This is an optimization exercise on Yosys and OpenROAD, whose aim is small area, not a production implementation. No run shown here included a check of the RTL's function; only the layout flow was run.

## flow/design.v (module list and top-level ports; edited modules follow where they fit)
// module direction_to_cube_cross_texel: 2853 lines
module direction_to_cube_cross_texel (
  input  logic               clk,
  input  logic               rst,
  input  logic               start,
  output logic               busy,
  input  logic signed [15:0] dir_x,
  input  logic signed [15:0] dir_y,
  input  logic signed [15:0] dir_z,
  input  logic               cfg_we,
  input  logic [10:0]        cfg_wdata,
  output logic               done,
  output logic               hit,
  output logic [2:0]         face,
  output logic [11:0]        texel_col,
  output logic [11:0]        texel_row,
  output logic [23:0]        texel_addr
);
  // ...
==> flow/flow/run.sh <==
#!/bin/bash
# The standard layout, except that the input and output port buffers use the smallest buffer cell
# (sky130_fd_sc_hd__buf_1) instead of the one buffer_ports picks by default.
set -euo pipefail
export BUFFER_PORTS_ARGS="-buffer_cell sky130_fd_sc_hd__buf_1"
bash standard.sh finish > standard.log 2>&1
==> flow/standard.sh <==
#!/bin/bash
# synth_recipe.tcl (not shown) runs the flow's synth.tcl, then flattens the netlist and writes it again
# the make line also repeats each setting of config.mk as NAME=value (left out here)
make -C /OpenROAD-flow-scripts/flow DESIGN_CONFIG=/design/flow/config.mk WORK_HOME=/design/flow/orfs CLKGATE_MAP_FILE= SYNTH_SCRIPT=/design/flow/synth_recipe.tcl "${@:-finish}"
==> flow/config.mk <==
export PLATFORM = sky130hd
export DESIGN_NAME = direction_to_cube_cross_texel
export DESIGN_NICKNAME = direction_to_cube_cross_texel
export VERILOG_FILES = /design/flow/design.v
export SDC_FILE = /design/flow/constraint.sdc
export NUM_CORES = 4
export LEC_CHECK = 0
export ABC_AREA = 1
export CAP_MARGIN = 20
export CORE_MARGIN = 2
export CORE_UTILIZATION = 40
export CTS_BUF_LIST = sky130_fd_sc_hd__clkbuf_16
export CTS_CLUSTER_DIAMETER = 120
export CTS_CLUSTER_SIZE = 24
export SLEW_MARGIN = 20
==> flow/constraint.sdc <==
create_clock -name core_clock -period 9.0 [get_ports {clk}]
set_input_delay 1.8000 -clock core_clock [delete_from_list [all_inputs] [get_ports {clk}]]
set_output_delay 1.8000 -clock core_clock [all_outputs]
set_load 0.01 [all_outputs]
==> summary.txt, run 1 <==
status complete, no violations; non-filler cells, final 8361; clock root cell clkbuf_16; Rows 124; GRT Max-Usage Layer met2; EDFF count, synth 0; register area share after synthesis 16.0%; tap cells 1512; mux cell area share after synthesis 0%; synthesized cell area 45900 µm²; Yosys top cell area share 16.0%; Synth warnings 1; hold-fix buffer count after cts 0; vias in the first global route 40400; setup TNS 0 ps; TritonCTS clock tree yes; Residual DRC 0; Worst Hold Endpoint qc10_s5; simple-gate portion of the synthesized area 34.6%; die width 343 µm; Total GRT Usage 22.0%; GR Layer Usage met2 37.5%; Post-Syn Nets 7299; I/O Pins 117; largest family of logic cells by synthesized area simple AND/OR/NAND/NOR gates; total gr overflow 0; dpl cell area 46700 µm²; clock sinks 366; Skew-Pair Late Insertion Delay 610 ps; Routed Antenna Nets 0; fmax 0.121 GHz; Worst Hold Depth 0; nature of the critical path endpoint output port
==> run 2: changes to the inputs <==
--- a/flow/design.v
+++ b/flow/design.v
@@ -29,30 +29,24 @@
     absv = r;
   endfunction
   function automatic logic gev(input logic [15:0] a, input logic [15:0] b);
     logic c;
     c = 1'b1;
     for (int i = 0; i < 16; i++) c = (a[i] & ~b[i]) | (c & (a[i] | ~b[i]));
     gev = c;
   endfunction
-  function automatic logic gevn(input logic [15:0] a, input logic [15:0] nm);
-    logic c;
-    c = 1'b1;
-    for (int i = 0; i < 16; i++) c = (a[i] & nm[i]) | (c & (a[i] | nm[i]));
-    gevn = c;
-  endfunction
-  function automatic logic [15:0] divrow(input logic [15:0] a, input logic [15:0] nm);
+  function automatic logic [15:0] divrow(input logic [15:0] a, input logic [15:0] m);
     logic [15:0] d;
     logic c;
     logic [14:0] n;
     c = 1'b1;
     for (int i = 0; i < 16; i++) begin
-      d[i] = nm[i] ^ c;
-      c = (a[i] & nm[i]) | (c & (a[i] | nm[i]));
+      d[i] = ~m[i] ^ c;
+      c = (a[i] & ~m[i]) | (c & (a[i] | ~m[i]));
     end
     for (int i = 0; i < 15; i++) n[i] = a[i] ^ (c & d[i]);
     divrow = {c, n};
   endfunction
   function automatic logic [16:0] decv(input logic [15:0] v);
     logic [16:0] r;
     logic b;
     b = 1'b1;
@@ -139,17 +133,17 @@
       3'd3: begin m0 = ay; ac0 = wx;  ar0 = wdz; eqc = eqxy; eqr = eqyz; ngc = sx;       ngr = ~dz1[16]; end
       3'd4: begin m0 = ax; ac0 = wdz; ar0 = wy;  eqc = eqxz; eqr = eqxy; ngc = ~dz1[16]; ngr = sy;       end
       3'd5: begin m0 = az; ac0 = wx;  ar0 = wy;  eqc = eqxz; eqr = eqyz; ngc = sx;       ngr = sy;       end
       default: begin m0 = 16'd1; ac0 = 15'd0; ar0 = 15'd0; eqc = 1'b0; eqr = 1'b0; ngc = 1'b0; ngr = 1'b0; end
     endcase
   end
   logic [0:0] v_s0; assign v_s0 = start;
   logic [2:0] face_s0; assign face_s0 = fsel;
-  logic [15:0] m_s0; assign m_s0 = ~m0;
+  logic [15:0] m_s0; assign m_s0 = m0;
   logic [14:0] rc_s0; assign rc_s0 = eqc ? 15'd0 : ac0[14:0];
   logic [14:0] rr_s0; assign rr_s0 = eqr ? 15'd0 : ar0[14:0];
   logic [0:0] ngc_s0; assign ngc_s0 = ngc;
   logic [0:0] ngr_s0; assign ngr_s0 = ngr;
   logic [0:0] eqc_s0; assign eqc_s0 = eqc;
   logic [0:0] eqr_s0; assign eqr_s0 = eqr;
   logic [0:0] v_s1;
   always_ff @(posedge clk) v_s1 <= rst ? 1'b0 : v_s0;
@@ -188,24 +182,16 @@
   logic ijc3; assign ijc3 = ngc_s1 & ~eqc_s1;
   logic [15:0] drc3; assign drc3 = divrow({rc_s1_2, ijc3}, m_s1);
   logic [0:0] qc3_s1; assign qc3_s1 = drc3[15];
   logic ijr3; assign ijr3 = ngr_s1 & ~eqr_s1;
   logic [15:0] drr3; assign drr3 = divrow({rr_s1_2, ijr3}, m_s1);
   logic [0:0] qr3_s1; assign qr3_s1 = drr3[15];
   logic [14:0] rc_s1_3; assign rc_s1_3 = drc3[14:0];
   logic [14:0] rr_s1_3; assign rr_s1_3 = drr3[14:0];
-  logic ijc4; assign ijc4 = ngc_s1 & ~eqc_s1;
-  logic [15:0] drc4; assign drc4 = divrow({rc_s1_3, ijc4}, m_s1);
-  logic [0:0] qc4_s1; assign qc4_s1 = drc4[15];
-  logic ijr4; assign ijr4 = ngr_s1 & ~eqr_s1;
-  logic [15:0] drr4; assign drr4 = divrow({rr_s1_3, ijr4}, m_s1);
-  logic [0:0] qr4_s1; assign qr4_s1 = drr4[15];
-  logic [14:0] rc_s1_4; assign rc_s1_4 = drc4[14:0];
-  logic [14:0] rr_s1_4; assign rr_s1_4 = drr4[14:0];
   logic [0:0] v_s2;
   always_ff @(posedge clk) v_s2 <= rst ? 1'b0 : v_s1;
   logic [2:0] face_s2;
   always_ff @(posedge clk) face_s2 <= face_s1;
   logic [15:0] m_s2;
   always_ff @(posedge clk) m_s2 <= m_s1;
   logic [0:0] ngc_s2;
   always_ff @(posedge clk) ngc_s2 <= ngc_s1;
@@ -222,56 +208,52 @@
   logic [0:0] qc2_s2;
   always_ff @(posedge clk) qc2_s2 <= qc2_s1;
   logic [0:0] qr2_s2;
   always_ff @(posedge clk) qr2_s2 <= qr2_s1;
   logic [0:0] qc3_s2;
   always_ff @(posedge clk) qc3_s2 <= qc3_s1;
   logic [0:0] qr3_s2;
   always_ff @(posedge clk) qr3_s2 <= qr3_s1;
-  logic [0:0] qc4_s2;
-  always_ff @(posedge clk) qc4_s2 <= qc4_s1;
-  logic [0:0] qr4_s2;
-  always_ff @(posedge clk) qr4_s2 <= qr4_s1;
   logic [14:0] rc_s2;
-  always_ff @(posedge clk) rc_s2 <= rc_s1_4;
+  always_ff @(posedge clk) rc_s2 <= rc_s1_3;
   logic [14:0] rr_s2;
-  always_ff @(posedge clk) rr_s2 <= rr_s1_4;
+  always_ff @(posedge clk) rr_s2 <= rr_s1_3;
+  logic ijc4; assign ijc4 = ngc_s2 & ~eqc_s2;
+  logic [15:0] drc4; assign drc4 = divrow({rc_s2, ijc4}, m_s2);
+  logic [0:0] qc4_s2; assign qc4_s2 = drc4[15];
+  logic ijr4; assign ijr4 = ngr_s2 & ~eqr_s2;
+  logic [15:0] drr4; assign drr4 = divrow({rr_s2, ijr4}, m_s2);
+  logic [0:0] qr4_s2; assign qr4_s2 = drr4[15];
+  logic [14:0] rc_s2_1; assign rc_s2_1 = drc4[14:0];
+  logic [14:0] rr_s2_1; assign rr_s2_1 = drr4[14:0];
   logic ijc5; assign ijc5 = ngc_s2 & ~eqc_s2;
-  logic [15:0] drc5; assign drc5 = divrow({rc_s2, ijc5}, m_s2);
+  logic [15:0] drc5; assign drc5 = divrow({rc_s2_1, ijc5}, m_s2);
   logic [0:0] qc5_s2; assign qc5_s2 = drc5[15];
   logic ijr5; assign ijr5 = ngr_s2 & ~eqr_s2;
-  logic [15:0] drr5; assign drr5 = divrow({rr_s2, ijr5}, m_s2);
+  logic [15:0] drr5; assign drr5 = divrow({rr_s2_1, ijr5}, m_s2);
   logic [0:0] qr5_s2; assign qr5_s2 = drr5[15];
-  logic [14:0] rc_s2_1; assign rc_s2_1 = drc5[14:0];
-  logic [14:0] rr_s2_1; assign rr_s2_1 = drr5[14:0];
+  logic [14:0] rc_s2_2; assign rc_s2_2 = drc5[14:0];
+  logic [14:0] rr_s2_2; assign rr_s2_2 = drr5[14:0];
   logic ijc6; assign ijc6 = ngc_s2 & ~eqc_s2;
-  logic [15:0] drc6; assign drc6 = divrow({rc_s2_1, ijc6}, m_s2);
+  logic [15:0] drc6; assign drc6 = divrow({rc_s2_2, ijc6}, m_s2);
   logic [0:0] qc6_s2; assign qc6_s2 = drc6[15];
   logic ijr6; assign ijr6 = ngr_s2 & ~eqr_s2;
-  logic [15:0] drr6; assign drr6 = divrow({rr_s2_1, ijr6}, m_s2);
+  logic [15:0] drr6; assign drr6 = divrow({rr_s2_2, ijr6}, m_s2);
   logic [0:0] qr6_s2; assign qr6_s2 = drr6[15];
-  logic [14:0] rc_s2_2; assign rc_s2_2 = drc6[14:0];
-  logic [14:0] rr_s2_2; assign rr_s2_2 = drr6[14:0];
+  logic [14:0] rc_s2_3; assign rc_s2_3 = drc6[14:0];
+  logic [14:0] rr_s2_3; assign rr_s2_3 = drr6[14:0];
   logic ijc7; assign ijc7 = ngc_s2 & ~eqc_s2;
-  logic [15:0] drc7; assign drc7 = divrow({rc_s2_2, ijc7}, m_s2);
+  logic [15:0] drc7; assign drc7 = divrow({rc_s2_3, ijc7}, m_s2);
   logic [0:0] qc7_s2; assign qc7_s2 = drc7[15];
   logic ijr7; assign ijr7 = ngr_s2 & ~eqr_s2;
-  logic [15:0] drr7; assign drr7 = divrow({rr_s2_2, ijr7}, m_s2);
+  logic [15:0] drr7; assign drr7 = divrow({rr_s2_3, ijr7}, m_s2);
   logic [0:0] qr7_s2; assign qr7_s2 = drr7[15];
-  logic [14:0] rc_s2_3; assign rc_s2_3 = drc7[14:0];
-  logic [14:0] rr_s2_3; assign rr_s2_3 = drr7[14:0];
-  logic ijc8; assign ijc8 = ngc_s2 & ~eqc_s2;
-  logic [15:0] drc8; assign drc8 = divrow({rc_s2_3, ijc8}, m_s2);
-  logic [0:0] qc8_s2; assign qc8_s2 = drc8[15];
-  logic ijr8; assign ijr8 = ngr_s2 & ~eqr_s2;
-  logic [15:0] drr8; assign drr8 = divrow({rr_s2_3, ijr8}, m_s2);
-  logic [0:0] qr8_s2; assign qr8_s2 = drr8[15];
-  logic [14:0] rc_s2_4; assign rc_s2_4 = drc8[14:0];
-  logic [14:0] rr_s2_4; assign rr_s2_4 = drr8[14:0];
+  logic [14:0] rc_s2_4; assign rc_s2_4 = drc7[14:0];
+  logic [14:0] rr_s2_4; assign rr_s2_4 = drr7[14:0];
   logic [0:0] v_s3;
   always_ff @(posedge clk) v_s3 <= rst ? 1'b0 : v_s2;
   logic [2:0] face_s3;
   always_ff @(posedge clk) face_s3 <= face_s2;
   logic [15:0] m_s3;
   always_ff @(posedge clk) m_s3 <= m_s2;
   logic [0:0] ngc_s3;
   always_ff @(posedge clk) ngc_s3 <= ngc_s2;
@@ -304,56 +286,52 @@
   logic [0:0] qc6_s3;
   always_ff @(posedge clk) qc6_s3 <= qc6_s2;
   logic [0:0] qr6_s3;
   always_ff @(posedge clk) qr6_s3 <= qr6_s2;
   logic [0:0] qc7_s3;
   always_ff @(posedge clk) qc7_s3 <= qc7_s2;
   logic [0:0] qr7_s3;
   always_ff @(posedge clk) qr7_s3 <= qr7_s2;
-  logic [0:0] qc8_s3;
-  always_ff @(posedge clk) qc8_s3 <= qc8_s2;
-  logic [0:0] qr8_s3;
-  always_ff @(posedge clk) qr8_s3 <= qr8_s2;
   logic [14:0] rc_s3;
   always_ff @(posedge clk) rc_s3 <= rc_s2_4;
   logic [14:0] rr_s3;
   always_ff @(posedge clk) rr_s3 <= rr_s2_4;
+  logic ijc8; assign ijc8 = ngc_s3 & ~eqc_s3;
+  logic [15:0] drc8; assign drc8 = divrow({rc_s3, ijc8}, m_s3);
+  logic [0:0] qc8_s3; assign qc8_s3 = drc8[15];
+  logic ijr8; assign ijr8 = ngr_s3 & ~eqr_s3;
+  logic [15:0] drr8; assign drr8 = divrow({rr_s3, ijr8}, m_s3);
+  logic [0:0] qr8_s3; assign qr8_s3 = drr8[15];
+  logic [14:0] rc_s3_1; assign rc_s3_1 = drc8[14:0];
+  logic [14:0] rr_s3_1; assign rr_s3_1 = drr8[14:0];
   logic ijc9; assign ijc9 = ngc_s3 & ~eqc_s3;
-  logic [15:0] drc9; assign drc9 = divrow({rc_s3, ijc9}, m_s3);
+  logic [15:0] drc9; assign drc9 = divrow({rc_s3_1, ijc9}, m_s3);
   logic [0:0] qc9_s3; assign qc9_s3 = drc9[15];
   logic ijr9; assign ijr9 = ngr_s3 & ~eqr_s3;
-  logic [15:0] drr9; assign drr9 = divrow({rr_s3, ijr9}, m_s3);
+  logic [15:0] drr9; assign drr9 = divrow({rr_s3_1, ijr9}, m_s3);
   logic [0:0] qr9_s3; assign qr9_s3 = drr9[15];
-  logic [14:0] rc_s3_1; assign rc_s3_1 = drc9[14:0];
-  logic [14:0] rr_s3_1; assign rr_s3_1 = drr9[14:0];
+  logic [14:0] rc_s3_2; assign rc_s3_2 = drc9[14:0];
+  logic [14:0] rr_s3_2; assign rr_s3_2 = drr9[14:0];
   logic ijc10; assign ijc10 = ngc_s3 & ~eqc_s3;
-  logic [15:0] drc10; assign drc10 = divrow({rc_s3_1, ijc10}, m_s3);
+  logic [15:0] drc10; assign drc10 = divrow({rc_s3_2, ijc10}, m_s3);
   logic [0:0] qc10_s3; assign qc10_s3 = drc10[15];
   logic ijr10; assign ijr10 = ngr_s3 & ~eqr_s3;
-  logic [15:0] drr10; assign drr10 = divrow({rr_s3_1, ijr10}, m_s3);
+  logic [15:0] drr10; assign drr10 = divrow({rr_s3_2, ijr10}, m_s3);
   logic [0:0] qr10_s3; assign qr10_s3 = drr10[15];
-  logic [14:0] rc_s3_2; assign rc_s3_2 = drc10[14:0];
-  logic [14:0] rr_s3_2; assign rr_s3_2 = drr10[14:0];
+  logic [14:0] rc_s3_3; assign rc_s3_3 = drc10[14:0];
+  logic [14:0] rr_s3_3; assign rr_s3_3 = drr10[14:0];
   logic ijc11; assign ijc11 = ngc_s3 & ~eqc_s3;
-  logic [15:0] drc11; assign drc11 = divrow({rc_s3_2, ijc11}, m_s3);
+  logic [15:0] drc11; assign drc11 = divrow({rc_s3_3, ijc11}, m_s3);
   logic [0:0] qc11_s3; assign qc11_s3 = drc11[15];
   logic ijr11; assign ijr11 = ngr_s3 & ~eqr_s3;
-  logic [15:0] drr11; assign drr11 = divrow({rr_s3_2, ijr11}, m_s3);
+  logic [15:0] drr11; assign drr11 = divrow({rr_s3_3, ijr11}, m_s3);
   logic [0:0] qr11_s3; assign qr11_s3 = drr11[15];
-  logic [14:0] rc_s3_3; assign rc_s3_3 = drc11[14:0];
-  logic [14:0] rr_s3_3; assign rr_s3_3 = drr11[14:0];
-  logic ijc12; assign ijc12 = ngc_s3 & ~eqc_s3;
-  logic [15:0] drc12; assign drc12 = divrow({rc_s3_3, ijc12}, m_s3);
-  logic [0:0] qc12_s3; assign qc12_s3 = drc12[15];
-  logic ijr12; assign ijr12 = ngr_s3 & ~eqr_s3;
-  logic [15:0] drr12; assign drr12 = divrow({rr_s3_3, ijr12}, m_s3);
-  logic [0:0] qr12_s3; assign qr12_s3 = drr12[15];
-  logic [14:0] rc_s3_4; assign rc_s3_4 = drc12[14:0];
-  logic [14:0] rr_s3_4; assign rr_s3_4 = drr12[14:0];
+  logic [14:0] rc_s3_4; assign rc_s3_4 = drc11[14:0];
+  logic [14:0] rr_s3_4; assign rr_s3_4 = drr11[14:0];
   logic [0:0] v_s4;
   always_ff @(posedge clk) v_s4 <= rst ? 1'b0 : v_s3;
   logic [2:0] face_s4;
   always_ff @(posedge clk) face_s4 <= face_s3;
   logic [15:0] m_s4;
   always_ff @(posedge clk) m_s4 <= m_s3;
   logic [0:0] ngc_s4;
   always_ff @(posedge clk) ngc_s4 <= ngc_s3;
@@ -402,44 +380,48 @@
   logic [0:0] qc10_s4;
   always_ff @(posedge clk) qc10_s4 <= qc10_s3;
   logic [0:0] qr10_s4;
   always_ff @(posedge clk) qr10_s4 <= qr10_s3;
   logic [0:0] qc11_s4;
   always_ff @(posedge clk) qc11_s4 <= qc11_s3;
   logic [0:0] qr11_s4;
   always_ff @(posedge clk) qr11_s4 <= qr11_s3;
-  logic [0:0] qc12_s4;
-  always_ff @(posedge clk) qc12_s4 <= qc12_s3;
-  logic [0:0] qr12_s4;
-  always_ff @(posedge clk) qr12_s4 <= qr12_s3;
   logic [14:0] rc_s4;
   always_ff @(posedge clk) rc_s4 <= rc_s3_4;
   logic [14:0] rr_s4;
   always_ff @(posedge clk) rr_s4 <= rr_s3_4;
+  logic ijc12; assign ijc12 = ngc_s4 & ~eqc_s4;
+  logic [15:0] drc12; assign drc12 = divrow({rc_s4, ijc12}, m_s4);
+  logic [0:0] qc12_s4; assign qc12_s4 = drc12[15];
+  logic ijr12; assign ijr12 = ngr_s4 & ~eqr_s4;
+  logic [15:0] drr12; assign drr12 = divrow({rr_s4, ijr12}, m_s4);
+  logic [0:0] qr12_s4; assign qr12_s4 = drr12[15];
+  logic [14:0] rc_s4_1; assign rc_s4_1 = drc12[14:0];
+  logic [14:0] rr_s4_1; assign rr_s4_1 = drr12[14:0];
   logic ijc13; assign ijc13 = ngc_s4 & ~eqc_s4;
-  logic [15:0] drc13; assign drc13 = divrow({rc_s4, ijc13}, m_s4);
+  logic [15:0] drc13; assign drc13 = divrow({rc_s4_1, ijc13}, m_s4);
   logic [0:0] qc13_s4; assign qc13_s4 = drc13[15];
   logic ijr13; assign ijr13 = ngr_s4 & ~eqr_s4;
-  logic [15:0] drr13; assign drr13 = divrow({rr_s4, ijr13}, m_s4);
+  logic [15:0] drr13; assign drr13 = divrow({rr_s4_1, ijr13}, m_s4);
   logic [0:0] qr13_s4; assign qr13_s4 = drr13[15];
-  logic [14:0] rc_s4_1; assign rc_s4_1 = drc13[14:0];
-  logic [14:0] rr_s4_1; assign rr_s4_1 = drr13[14:0];
+  logic [14:0] rc_s4_2; assign rc_s4_2 = drc13[14:0];
+  logic [14:0] rr_s4_2; assign rr_s4_2 = drr13[14:0];
   logic ijc14; assign ijc14 = ngc_s4 & ~eqc_s4;
-  logic [15:0] drc14; assign drc14 = divrow({rc_s4_1, ijc14}, m_s4);
+  logic [15:0] drc14; assign drc14 = divrow({rc_s4_2, ijc14}, m_s4);
   logic [0:0] qc14_s4; assign qc14_s4 = drc14[15];
   logic ijr14; assign ijr14 = ngr_s4 & ~eqr_s4;
-  logic [15:0] drr14; assign drr14 = divrow({rr_s4_1, ijr14}, m_s4);
+  logic [15:0] drr14; assign drr14 = divrow({rr_s4_2, ijr14}, m_s4);
   logic [0:0] qr14_s4; assign qr14_s4 = drr14[15];
-  logic [14:0] rc_s4_2; assign rc_s4_2 = drc14[14:0];
-  logic [14:0] rr_s4_2; assign rr_s4_2 = drr14[14:0];
+  logic [14:0] rc_s4_3; assign rc_s4_3 = drc14[14:0];
+  logic [14:0] rr_s4_3; assign rr_s4_3 = drr14[14:0];
   logic ijc15; assign ijc15 = ngc_s4 & ~eqc_s4;
-  logic [0:0] qc15_s4; assign qc15_s4 = gevn({rc_s4_2, ijc15}, m_s4);
+  logic [0:0] qc15_s4; assign qc15_s4 = gev({rc_s4_3, ijc15}, m_s4);
   logic ijr15; assign ijr15 = ngr_s4 & ~eqr_s4;
-  logic [0:0] qr15_s4; assign qr15_s4 = gevn({rr_s4_2, ijr15}, m_s4);
+  logic [0:0] qr15_s4; assign qr15_s4 = gev({rr_s4_3, ijr15}, m_s4);
   logic [0:0] v_s5;
   always_ff @(posedge clk) v_s5 <= rst ? 1'b0 : v_s4;
   logic [2:0] face_s5;
   always_ff @(posedge clk) face_s5 <= face_s4;
   logic [0:0] ngc_s5;
   always_ff @(posedge clk) ngc_s5 <= ngc_s4;
   logic [0:0] ngr_s5;
   always_ff @(posedge clk) ngr_s5 <= ngr_s4;
==> run 2 against run 1 <==
  * Routed wire length is 4.1% higher
  * Global-route usage is 1.4 points higher
  * Design area is 1.1% higher
  * Register-to-register slack worse by 160 ps
  * Core utilization is 1.8 points higher
  * Die area is 2.9% lower
  * Area after synthesis is 2.9% lower
  * Worst hold slack worse by 13 ps
  * Critical endpoint is now rr_s2[4]
  * Largest cell class unchanged
  * Highest routed layer unchanged
==> summary.txt, run 2 <==
minimum clock period 8270 ps (was 8250 ps); nature of the critical path endpoint flop (was output port); Yosys top cell area share 16.3% (was 16.0%); Mapped Cells 6905 (was 6871); cell mode on critical path nand2_2 (was nor2_1); Synth top cells by count nand2_1 (1928), inv_1 (1113), nand3_1 (692), xor2_1 (451), dfxtp_1 (360) (was nand2_1 (1918), inv_1 (1073), nand3_1 (587), xor2_1 (450), dfxtp_1 (366)); DR top layer met4 (unchanged); largest family of logic cells by synthesized area simple AND/OR/NAND/NOR gates (unchanged); Worst slew margin 25.9% (was 37.7%); Final Cycle Share 91.9% (was 91.6%); final WL 138000 µm (was 133000 µm); vias in the first global route 41100 (was 40400); share of cells above drive strength 1 11.6% (was 11.7%); RSZ-0062 raised after global routing yes (unchanged); Residual DRC 0 (unchanged); Total GRT Usage 23.3% (was 22.0%); Inserted Diodes 0 (unchanged); total number of vias 43800 (was 42800); Routed Antenna Nets 0 (unchanged); largest net degree at the start of global routing 32 (was 33); Num CTS Buffers 23 (was 22); cell area after layout 48500 µm² (was 48000 µm²); die width 338 µm (was 343 µm); initial antenna violation count 2 (was 0); vias per cell 5.19 (was 5.12); Initial Util 40.3% (was 40.2%); clock sinks 360 (was 366); H-tree Lvls 1 (unchanged); max-slew violations 0 (unchanged); status complete, no violations (unchanged); I/O Pins 117 (unchanged); clock-pin slew on the worst setup and hold paths 100 ps (about the same); Layout Nets 7377 (was 7267); die area 114000 µm² (was 117000 µm²); Hold Crit Start qr11_s4 (was qc10_s4); Finish-stage setup viols 0 (unchanged); Die Y 338 µm (was 343 µm); slew at the pin closest to its max-slew limit 1110 ps (was 931 ps); Synth Area in Compound Gates 10.8% (was 10.4%); Hold WC Path Type flop to flop (unchanged); Rows 122 (was 124); Adder-Cell Fraction of Synth Area 13.5% (was 13.1%); met2 wire length 64600 µm (was 61100 µm); critical path data arrival time 8730 ps (was 6450 ps); EDFF count, synth 0 (unchanged); setup ws final 730 ps (was 755 ps); routed wl met3 8020 µm (was 7740 µm); unique cell type count in the Yosys netlist 59 (was 66); Synth area leader nand2_1 (was dfxtp_1); total gr overflow 0 (unchanged); Placeable Area 111000 µm² (was 114000 µm²); P&R area growth vs syn 8.91% (was 4.56%); DR iter-0 viols 3495 (was 3197); simple-gate portion of the synthesized area 34.1% (was 34.6%); leading post-synthesis cells by cell area nand2_1 (16%), dfxtp_1 (16%), inv_1 (9.4%) (was dfxtp_1 (16%), nand2_1 (16%), inv_1 (8.8%)); hold-fix buffer count after cts 0 (unchanged); register area share after synthesis 16.2% (was 16.0%); syn avg cell area 6.45 µm² (was 6.67 µm²); Routed wire per std cell 16.4 µm (was 15.9 µm); DP Worst Slack 4.99 ps (was -143 ps); Clock Path Buffers 3 (unchanged); Skew-Pair Late Insertion Delay 590 ps (was 610 ps); TritonCTS clock tree yes (unchanged); synthesized cell area 44500 µm² (was 45900 µm²); dpl cell area 46300 µm² (was 46700 µm²); mux cell area share after synthesis 0% (unchanged); worst r2r dst rr_s2[4] (was rc_s2[5]); first-pass GRT wire length 218000 µm (was 213000 µm); met1 wire length 62000 µm (was 60200 µm); FF+latch count, synth 360 (was 366); Crit Path Class flop to flop (was flop to output port); top-count cell post-synth nand2_1 (unchanged); port buffer count 115 (unchanged); maximum fanout along the worst path 13 (was 12); startpoint types flop (unchanged); clock root cell clkbuf_16 (unchanged); Initial DRT Pass Iterations 6 (unchanged); Crit-path slowest cell dfxtp_4 (was dfxtp_1); required time of the critical path 9460 ps (was 7200 ps); fmax 0.121 GHz (about the same); Worst Hold Endpoint qr11_s5 (was qc10_s5); Max-Cap Viols 0 (unchanged); main flop type after synthesis dfxtp_1 (unchanged); Synth warnings 1 (unchanged); commonest non-fill, non-tap cells in the layout nand2_1 (1898), inv_1 (1113), nand3_1 (636), xor2_1 (445), nor2_1 (350) (was nand2_1 (1915), inv_1 (1074), nand3_1 (584), xor2_1 (447), dfxtp_1 (358)); CP peak stage delay 410 ps (was 520 ps); most common cell after layout, fill and taps aside nand2_1 (unchanged); Async SR Flop Fraction 0% (unchanged); xor/xnor share of the synthesized area 11.2% (was 11.0%); reg2reg path depth 88 (was 85); final RePlAce weighted congestion 0.963 (was 0.932); Worst Hold Depth 0 (unchanged); skew final 23.1 ps (was 58.0 ps); r2r startpoint m_s1[1] (was m_s1[0]); Final Hold Vio Count 0 (unchanged); Post-Syn Nets 7333 (was 7299); detailed-placement wirelength estimate 105000 µm (was 103000 µm)
-- run 2: how the worst max path moves through the flow --
stage | from | to | slack, ps | depth (start not counted)
after global placement | m_s3[1] | rr_s4[11] | 130 | 81
final | m_s1[1] | rr_s2[4] | 730 | 88
after floorplan | dir_x[15] | rc_s1[10] | 750 | 36
after CTS | m_s3[1] | rc_s4[14] | 80 | 78
after global routing | eqr_s2 | rr_s3[7] | -70 | 78
after detailed placement | m_s3[1] | rr_s4[14] | 5 | 81
-- run 2: routing by layer --
layer / track usage, % / vias to the layer above
met5: 0 / -
met4: 6.31 / 0
met3: 2.31 / 259
met2: 39.7 / 1395
met1: 31.3 / 20300
li1: - / 21900
-- run 2: final cells by class --
cell class,count,area (µm²)
well taps,1488,1860
flip-flops and latches,360,7240
repair buffers,340,2280
clock buffers,23,576
fillers,11600,62000
inverters,1152,4370
multi-input cells,5072,31900
clock inverters,14,205
-- run 2: timing repair --
| item | in CTS | in global routing |
|---|---|---|
| pin swaps | 0 | 39 |
| cloned | 0 | 19 |
| buffers inserted | 0 | 34 |
| resized for setup | 1 | 227 |
| setup endpoints to repair | 15 | 99 |
-- run 2: cell families after synthesis --
logic type      Yosys count
flops                   360
simple gates           3384
buf+inv                1490
fa+ha+maj               369
compound gates          733
other cells               1
xor+xnor                568
-- run 2: stage by stage --
stage / util, % / TNS (ps) / std cells / hold WS [ps]
floorplan: - / 0 / 6905 / 310
global placement: 41.9 / 0 / 8359 / 310
detailed placement: 41.9 / 0 / 8359 / 312
CTS: 42.6 / 0 / 8396 / 308
global route: 43.9 / -1180 / 8449 / 308
finish: 43.9 / 0 / 8449 / 312
-- run 2: critical path: cells and delay by family, from the launching register on --
kind	cells	cell delay, ps
buffers and inverters	6	800
flip-flops	1	410
AND/OR/NAND/NOR	65	4830
XOR/XNOR	2	380
adder cells (fa/ha/maj)	2	660
AO/OA/AOI/OAI	13	1050

## afterwards: timing with drivers on the ports
The flow's constraints put no driver on any port. The routed layouts listed below were extracted and timed again, unchanged, in two steps.
Step 1: set_driving_cell puts a clkbuf_16 on clk and a buf_2 on each other input, an assumption about the parent block.
Step 2 also shifts input and output timing later by t, the mid clock arrival at the registers, as if the neighbouring blocks saw the same clock.
Slacks: no drivers / after step 1 / after step 2; pairs: no drivers / after step 1.
| run | shift t [ns] | setup slack, ns | worst setup path after step 2 | latest minus earliest clock arrival (ns) | worst slew at a driven data input, ns |
|---|---|---|---|---|---|
| run 1 | 0.653 | 0.755 / 0.680 / 0.588 | input to register | 0.063 / 0.063 | 0.05 |
| run 2 | 0.649 | 0.730 / 0.707 / 0.476 | input to register | 0.025 / 0.025 | 0.05 |
After both steps setup and hold are still met in every run listed. For run 2, which loses most, drivers alone change the setup slack by -0.023 ns; drivers and shift together by -0.254 ns.
